This is an optimization exercise on Yosys and OpenROAD, whose aim is small area, a short achievable clock period and few clock cycles per item, not a production implementation. Function was checked by simulation only, so behaviour that the tests miss may differ from the original.

P:
## alu_arbiter
module alu_arbiter #(
    parameter int unsigned MUL_LAT = 3
) (
    input  logic        clk_i,
    input  logic        rst_i,
    input  logic        req0_valid_i,
    output logic        req0_ready_o,
    input  logic [2:0]  req0_op_i,
    input  logic [31:0] req0_src1_i,
    input  logic [31:0] req0_src2_i,
    input  logic        req1_valid_i,
    output logic        req1_ready_o,
    input  logic [2:0]  req1_op_i,
    input  logic [31:0] req1_src1_i,
    input  logic [31:0] req1_src2_i,
    output logic        rsp_valid_o,
    input  logic        rsp_ready_i,
    output logic        rsp_id_o,
    output logic [31:0] rsp_result_o,
    output logic        busy_o
);
==> flow/config.mk <==
export PLATFORM = sky130hd
export DESIGN_NAME = alu_arbiter
export DESIGN_NICKNAME = alu_arbiter
export VERILOG_FILES = /design/flow/design.v
export SDC_FILE = /design/flow/constraint.sdc
export NUM_CORES = 4
export LEC_CHECK = 0
export ABC_AREA = 1
export ABC_CLOCK_PERIOD_IN_PS = 4000
export CAP_MARGIN = 20
export CORE_MARGIN = 2
export CORE_UTILIZATION = 40
export SETUP_SLACK_MARGIN = 4.45
export SLEW_MARGIN = 20
==> flow/constraint.sdc <==
create_clock -name core_clock -period 9.0 [get_ports {clk_i}]
set_input_delay 1.8000 -clock core_clock [delete_from_list [all_inputs] [get_ports {clk_i}]]
set_output_delay 1.8000 -clock core_clock [all_outputs]
set_load 0.01 [all_outputs]
standard.sh (not shown) runs the stock make flow with config.mk's settings and CLKGATE_MAP_FILE= SYNTH_SCRIPT=/design/flow/synth_recipe.tcl, a recipe that flattens the netlist after the stock synthesis.
==> flow/flow/run.sh <==
#!/bin/bash
# Standard synthesis, then the standard layout with the settings below
# passed to make. make's output goes to synth.log and layout.log; each ORFS
# step keeps its own log under orfs/logs.
set -euo pipefail
bash standard.sh synth > synth.log 2>&1
args=(
  "BUFFER_PORTS_ARGS=-buffer_cell sky130_fd_sc_hd__buf_1"
  "CTS_ARGS=-sink_clustering_enable -repair_clock_nets -dont_use_dummy_load -root_buf sky130_fd_sc_hd__clkbuf_8 -buf_list {sky130_fd_sc_hd__clkbuf_4 sky130_fd_sc_hd__clkbuf_8}"
  "DONT_USE_CELLS=sky130_fd_sc_hd__probe_p_8 sky130_fd_sc_hd__probec_p_8 sky130_fd_sc_hd__lpflow_* sky130_fd_sc_hd__ha_2 sky130_fd_sc_hd__ha_4"
)
bash standard.sh "${args[@]}" finish > layout.log 2>&1
Testbench counts of P, summed over its fixed seeds: cycles 2,984, items 2,400.
--- input diff P..Q ---
Settings: swapping 20 for 5 in CAP_MARGIN; swapping 20 for 5 in SLEW_MARGIN.
--- a/flow/flow/run.sh
+++ b/flow/flow/run.sh
@@ -10 +9,0 @@
-  "DONT_USE_CELLS=sky130_fd_sc_hd__probe_p_8 sky130_fd_sc_hd__probec_p_8 sky130_fd_sc_hd__lpflow_* sky130_fd_sc_hd__ha_2 sky130_fd_sc_hd__ha_4"
Notes after the runs:
Q reports its termination of the worst setup path as req0_ready_o while P reports rsp_res_q[17]. Of P and Q, the run reporting the higher non-clock buffer count was P. Footprint of the flip-flops and latches: Q vs P up 25 um^2. Summary: with P as the reference, average via count per standard cell in Q moved up slightly. Q: done, clean on timing, DRC and antenna. Hold path depth up 2 in Q wrt P. P → Q: routed wire length now larger, summed area of non-filler cells in the final layout now larger.
> inputs changed (Q -> R)
Settings: SETUP_SLACK_MARGIN now 4.55, was 4.45; SLEW_MARGIN now 20, was 5; CAP_MARGIN now 20, was 5.
--- a/flow/flow/run.sh
+++ b/flow/flow/run.sh
@@ -9,0 +10 @@
+  "DONT_USE_CELLS=sky130_fd_sc_hd__probe_p_8 sky130_fd_sc_hd__probec_p_8 sky130_fd_sc_hd__lpflow_* sky130_fd_sc_hd__ha_2 sky130_fd_sc_hd__ha_4"
Results
- Q -> R: final routed DRC violation total delta 0, exact match
- From Q to R the numbers moved as follows: final cycle utilization of the critical path went up by 0.75 points; first-pass GRT wire length went down by 1.4%; maximum clock frequency went down by 1.5%.
- Q and R ended up with roughly the same number of placement rows.
- Against Q, R comes in 0.012 ns lower on final hold slack.
Edits applied to the flow inputs when going from R to S:
Settings: SETUP_SLACK_MARGIN: 4.55 -> 4.45.
--- a/flow/flow/run.sh
+++ b/flow/flow/run.sh
@@ -10 +9,0 @@
-  "DONT_USE_CELLS=sky130_fd_sc_hd__probe_p_8 sky130_fd_sc_hd__probec_p_8 sky130_fd_sc_hd__lpflow_* sky130_fd_sc_hd__ha_2 sky130_fd_sc_hd__ha_4"
Results
Comparing R and S, the lower met1 track demand over resource in global routing was measured on R.
Summary of S over R: global-route usage went up 0.55 points.
S vs. R: share of the core filled with cells in the final layout went up by 0.39 points.
Changes observed in S relative to R: via count has decreased; non-clock buffer count has decreased; total wirelength of the detailed-routed design has increased.
Looking at timing startpoint of the critical path, the ex_bd_q[0] result is from R; the rsp_ready_i one comes from S.
For R, the library cell contributing the largest single delay on the critical path was fa_1, unlike S, where it was o21ai_4.

========
## alpha
Starting RTL as in the previous note.
clock: 9.0 ns
lec_check: 0
abc_area: 1
abc_clock_period_in_ps: 4000
cap_margin: 20
core_margin: 2
core_utilization: 35
place_density: 0.55
setup_slack_margin: 4.45
slew_margin: 20
==> flow/flow/run.sh <==
#!/bin/bash
# Standard synthesis, then the standard layout with the settings below
# passed to make. make's output goes to synth.log and layout.log; each ORFS
# step keeps its own log under orfs/logs.
set -euo pipefail
bash standard.sh synth > synth.log 2>&1
args=(
  "BUFFER_PORTS_ARGS=-buffer_cell sky130_fd_sc_hd__buf_1"
  "CTS_ARGS=-sink_clustering_enable -repair_clock_nets -dont_use_dummy_load -root_buf sky130_fd_sc_hd__clkbuf_8 -buf_list {sky130_fd_sc_hd__clkbuf_4 sky130_fd_sc_hd__clkbuf_8}"
)
bash standard.sh "${args[@]}" finish > layout.log 2>&1
alpha: PASS, flow complete, no timing, DRC or antenna violations
Testbench counts of alpha, summed over its fixed seeds: cycles 2,984, items 2,400.
### alpha -> beta
# alpha
export LEC_CHECK = 0
export ABC_AREA = 1
export ABC_CLOCK_PERIOD_IN_PS = 4000
export CAP_MARGIN = 20
export CORE_MARGIN = 2
export CORE_UTILIZATION = 35
export PLACE_DENSITY = 0.55
export SETUP_SLACK_MARGIN = 4.45
export SLEW_MARGIN = 20
create_clock -name core_clock -period 9.0 [get_ports {clk_i}]
# beta
export LEC_CHECK = 0
export ABC_CLOCK_PERIOD_IN_PS = 4000
export CAP_MARGIN = 20
export CORE_MARGIN = 2
export CORE_UTILIZATION = 40
export SETUP_SLACK_MARGIN = 5
export SLEW_MARGIN = 20
create_clock -name core_clock -period 9.0 [get_ports {clk_i}]
## What came out
[compare] base=alpha new=beta: area of all placed cells without fillers now larger, total wirelength of the detailed-routed design now smaller, layout buffering overhead excluding clock cells now larger, footprint of the flip-flops and latches now larger. Going from alpha to beta, worst-case reg-to-reg path depth now smaller, global-route wire length before repair fell by about 7%, worst hold slack after final layout -11 ps.

========
== v6 ==
Another version of the RTL of alu_arbiter (not shown whole).
Size: roughly 120 flip-flops, ~180 I/O pins, roughly 15,000 µm² of cells after synthesis.
clock: 9.0 ns
lec_check: 0
abc_clock_period_in_ps: 4000
cap_margin: 20
core_margin: 2
core_utilization: 40
setup_slack_margin: 5
slew_margin: 20
==> flow/flow/run.sh <==
#!/bin/bash
# Standard layout, with the port buffers made from the smallest buffer cell
# (buffer_ports -buffer_cell) instead of the default choice. The make output
# goes to make.log; each ORFS step keeps its own log under orfs/logs.
set -euo pipefail
bash standard.sh "BUFFER_PORTS_ARGS=-buffer_cell sky130_fd_sc_hd__buf_1" finish > make.log 2>&1
v6: done, clean on timing, DRC and antenna
Testbench counts of v6, summed over its fixed seeds: cycles 3,103, items 2,400.
Input changes introduced in v7 (baseline for comparison: v6):
- PLACE_DENSITY: unset -> 0.75
- CORE_UTILIZATION: 40 -> 65
==> flow/flow/run.sh <==
#!/bin/bash
# Standard synthesis and layout; the port buffers are made from the smallest
# buffer cell (buffer_ports -buffer_cell) instead of the default choice.
# make's output goes to synth.log and layout.log; each ORFS step keeps its
# own log under orfs/logs.
set -euo pipefail
bash standard.sh synth > synth.log 2>&1
bash standard.sh "BUFFER_PORTS_ARGS=-buffer_cell sky130_fd_sc_hd__buf_1" finish > layout.log 2>&1
--- outcome ---
- v7 vs. v6: multi-input combinational cell area went down by 0.96%.
- Shortest period the worst path allows: higher on v7
- Slowest library cell on the worst path: sky130_fd_sc_hd__dfxtp_4 -> v6, sky130_fd_sc_hd__fa_1 -> v7
- v6 → v7: number of nets in the finished design has decreased; slack of the critical path went down.

========
build 44:
RTL: one of the versions met above, not the one the previous note started from.
Size: ~120 flip-flops, ~180 I/O pins.
==> flow/config.mk <==
export PLATFORM = sky130hd
export DESIGN_NAME = alu_arbiter
export DESIGN_NICKNAME = alu_arbiter
export VERILOG_FILES = /design/flow/design.v
export SDC_FILE = /design/flow/constraint.sdc
export NUM_CORES = 4
export LEC_CHECK = 0
export ABC_AREA = 1
export ABC_CLOCK_PERIOD_IN_PS = 4000
export CAP_MARGIN = 20
export CORE_MARGIN = 2
export CORE_UTILIZATION = 40
export SETUP_SLACK_MARGIN = 4.3
export SLEW_MARGIN = 20
==> flow/constraint.sdc <==
create_clock -name core_clock -period 9.0 [get_ports {clk_i}]
set_input_delay 1.8000 -clock core_clock [delete_from_list [all_inputs] [get_ports {clk_i}]]
set_output_delay 1.8000 -clock core_clock [all_outputs]
set_load 0.01 [all_outputs]
==> flow/flow/run.sh <==
#!/bin/bash
# Standard synthesis, then the standard layout with the settings below
# passed to make. make's output goes to synth.log and layout.log; each ORFS
# step keeps its own log under orfs/logs.
set -euo pipefail
bash standard.sh synth > synth.log 2>&1
args=(
  "BUFFER_PORTS_ARGS=-buffer_cell sky130_fd_sc_hd__buf_1"
  "CTS_ARGS=-sink_clustering_enable -repair_clock_nets -dont_use_dummy_load -root_buf sky130_fd_sc_hd__clkbuf_8 -buf_list {sky130_fd_sc_hd__clkbuf_4 sky130_fd_sc_hd__clkbuf_8}"
)
bash standard.sh "${args[@]}" finish > layout.log 2>&1
Build 44 completed; timing, DRC and antenna clean
Testbench counts of build 44, summed over its fixed seeds: cycles 2,984, items 2,400.
For build 93, these inputs were changed with respect to build 44:
Settings: changing CORE_UTILIZATION from 40 to 35; changing SETUP_SLACK_MARGIN from 4.3 to 4.45; setting PLACE_DENSITY to 0.55 for the first time.
diff --git a/flow/flow/run.sh b/flow/flow/run.sh
--- a/flow/flow/run.sh
+++ b/flow/flow/run.sh
@@ -9,2 +9,3 @@
   "CTS_ARGS=-sink_clustering_enable -repair_clock_nets -dont_use_dummy_load -root_buf sky130_fd_sc_hd__clkbuf_8 -buf_list {sky130_fd_sc_hd__clkbuf_4 sky130_fd_sc_hd__clkbuf_8}"
+  "DONT_USE_CELLS=sky130_fd_sc_hd__probe_p_8 sky130_fd_sc_hd__probec_p_8 sky130_fd_sc_hd__lpflow_* sky130_fd_sc_hd__ha_2 sky130_fd_sc_hd__ha_4"
 )
Findings:
- Summary of build 93 over build 44: utilization decreased by 5.2 points relative to the old numbers.
- Relative area change from synthesis to final layout was lower in the run labelled build 44.
- Build 93 vs. build 44: final critical-path share of the clock period went down by 1.6 points.
- Compared with build 44, in build 93 non-clock buffer count went up about 14%; post-detailed-placement cell area went up about 0.65%; maximum clock frequency went up about 3%.
## Diff of input files: build 19 against build 93
Settings: a change of SETUP_SLACK_MARGIN from 4.45 to 4.5.
diff --git a/flow/flow/run.sh b/flow/flow/run.sh
--- a/flow/flow/run.sh
+++ b/flow/flow/run.sh
@@ -9,3 +9,2 @@
   "CTS_ARGS=-sink_clustering_enable -repair_clock_nets -dont_use_dummy_load -root_buf sky130_fd_sc_hd__clkbuf_8 -buf_list {sky130_fd_sc_hd__clkbuf_4 sky130_fd_sc_hd__clkbuf_8}"
-  "DONT_USE_CELLS=sky130_fd_sc_hd__probe_p_8 sky130_fd_sc_hd__probec_p_8 sky130_fd_sc_hd__lpflow_* sky130_fd_sc_hd__ha_2 sky130_fd_sc_hd__ha_4"
 )
Build 19 finished all stages; the layout is clean. Changes observed in build 19 relative to build 93: worst setup slack went down by 0.098 ns; final area was more or less identical; buffer and inverter count on the worst path went down by 1. Total of max-cap violations: build 93 vs build 19 identical. Build 93 and build 19 ended up with roughly the same number of filler cells placed in the layout.

[re-timing with driven ports]
In the flow no input, the clock included, has a driving cell. The finished layouts below were timed again as built, in two steps. Step 1 sets driving cells, clkbuf_16 on the clock port and buf_2 on the other inputs (assumed; they add their load-dependent delay and slew). Step 2 times the ports against the registers' clock, not the clock port: input delays grow and output delays shrink by t, the midpoint of the rising clock arrivals with the driver on. Three values: ideal, step 1, step 2; two values: the first two.
run | shift t [ns] | setup WS [ns] | hold WS [ns] | worst slew at a driven data input, ns | cell pins on the clock port's net
P | 0.538 | 4.417 / 4.417 / 4.192 | 0.436 / 0.436 / 0.436 | 0.05 | 1
Q | 0.516 | 4.502 / 4.480 / 4.480 | 0.471 / 0.471 / 0.471 | 0.05 | 1
R | 0.518 | 4.435 / 4.435 / 4.127 | 0.459 / 0.459 / 0.459 | 0.06 | 1
S | 0.516 | 4.502 / 4.480 / 4.480 | 0.471 / 0.471 / 0.471 | 0.05 | 1
alpha | 0.540 | 4.493 / 4.473 / 4.397 | 0.444 / 0.444 / 0.444 | 0.05 | 1
beta | 0.521 | 3.923 / 3.923 / 3.923 | 0.433 / 0.433 / 0.433 | 0.09 | 1
v6 | 0.488 | 4.191 / 4.191 / 4.191 | 0.452 / 0.452 / 0.452 | 0.05 | 1
v7 | 0.485 | 3.966 / 3.966 / 3.966 | 0.455 / 0.455 / 0.455 | 0.05 | 1
build 44 | 0.517 | 4.333 / 4.322 / 4.322 | 0.457 / 0.457 / 0.457 | 0.06 | 1
build 93 | 0.502 | 4.474 / 4.451 / 4.298 | 0.441 / 0.441 / 0.441 | 0.06 | 1
build 19 | 0.502 | 4.376 / 4.376 / 4.145 | 0.449 / 0.449 / 0.449 | 0.05 | 1
After both steps every run listed still meets setup and hold. The setup slack of R, which loses most, moves by 0.000 ns with the drivers and by -0.308 ns with both steps.
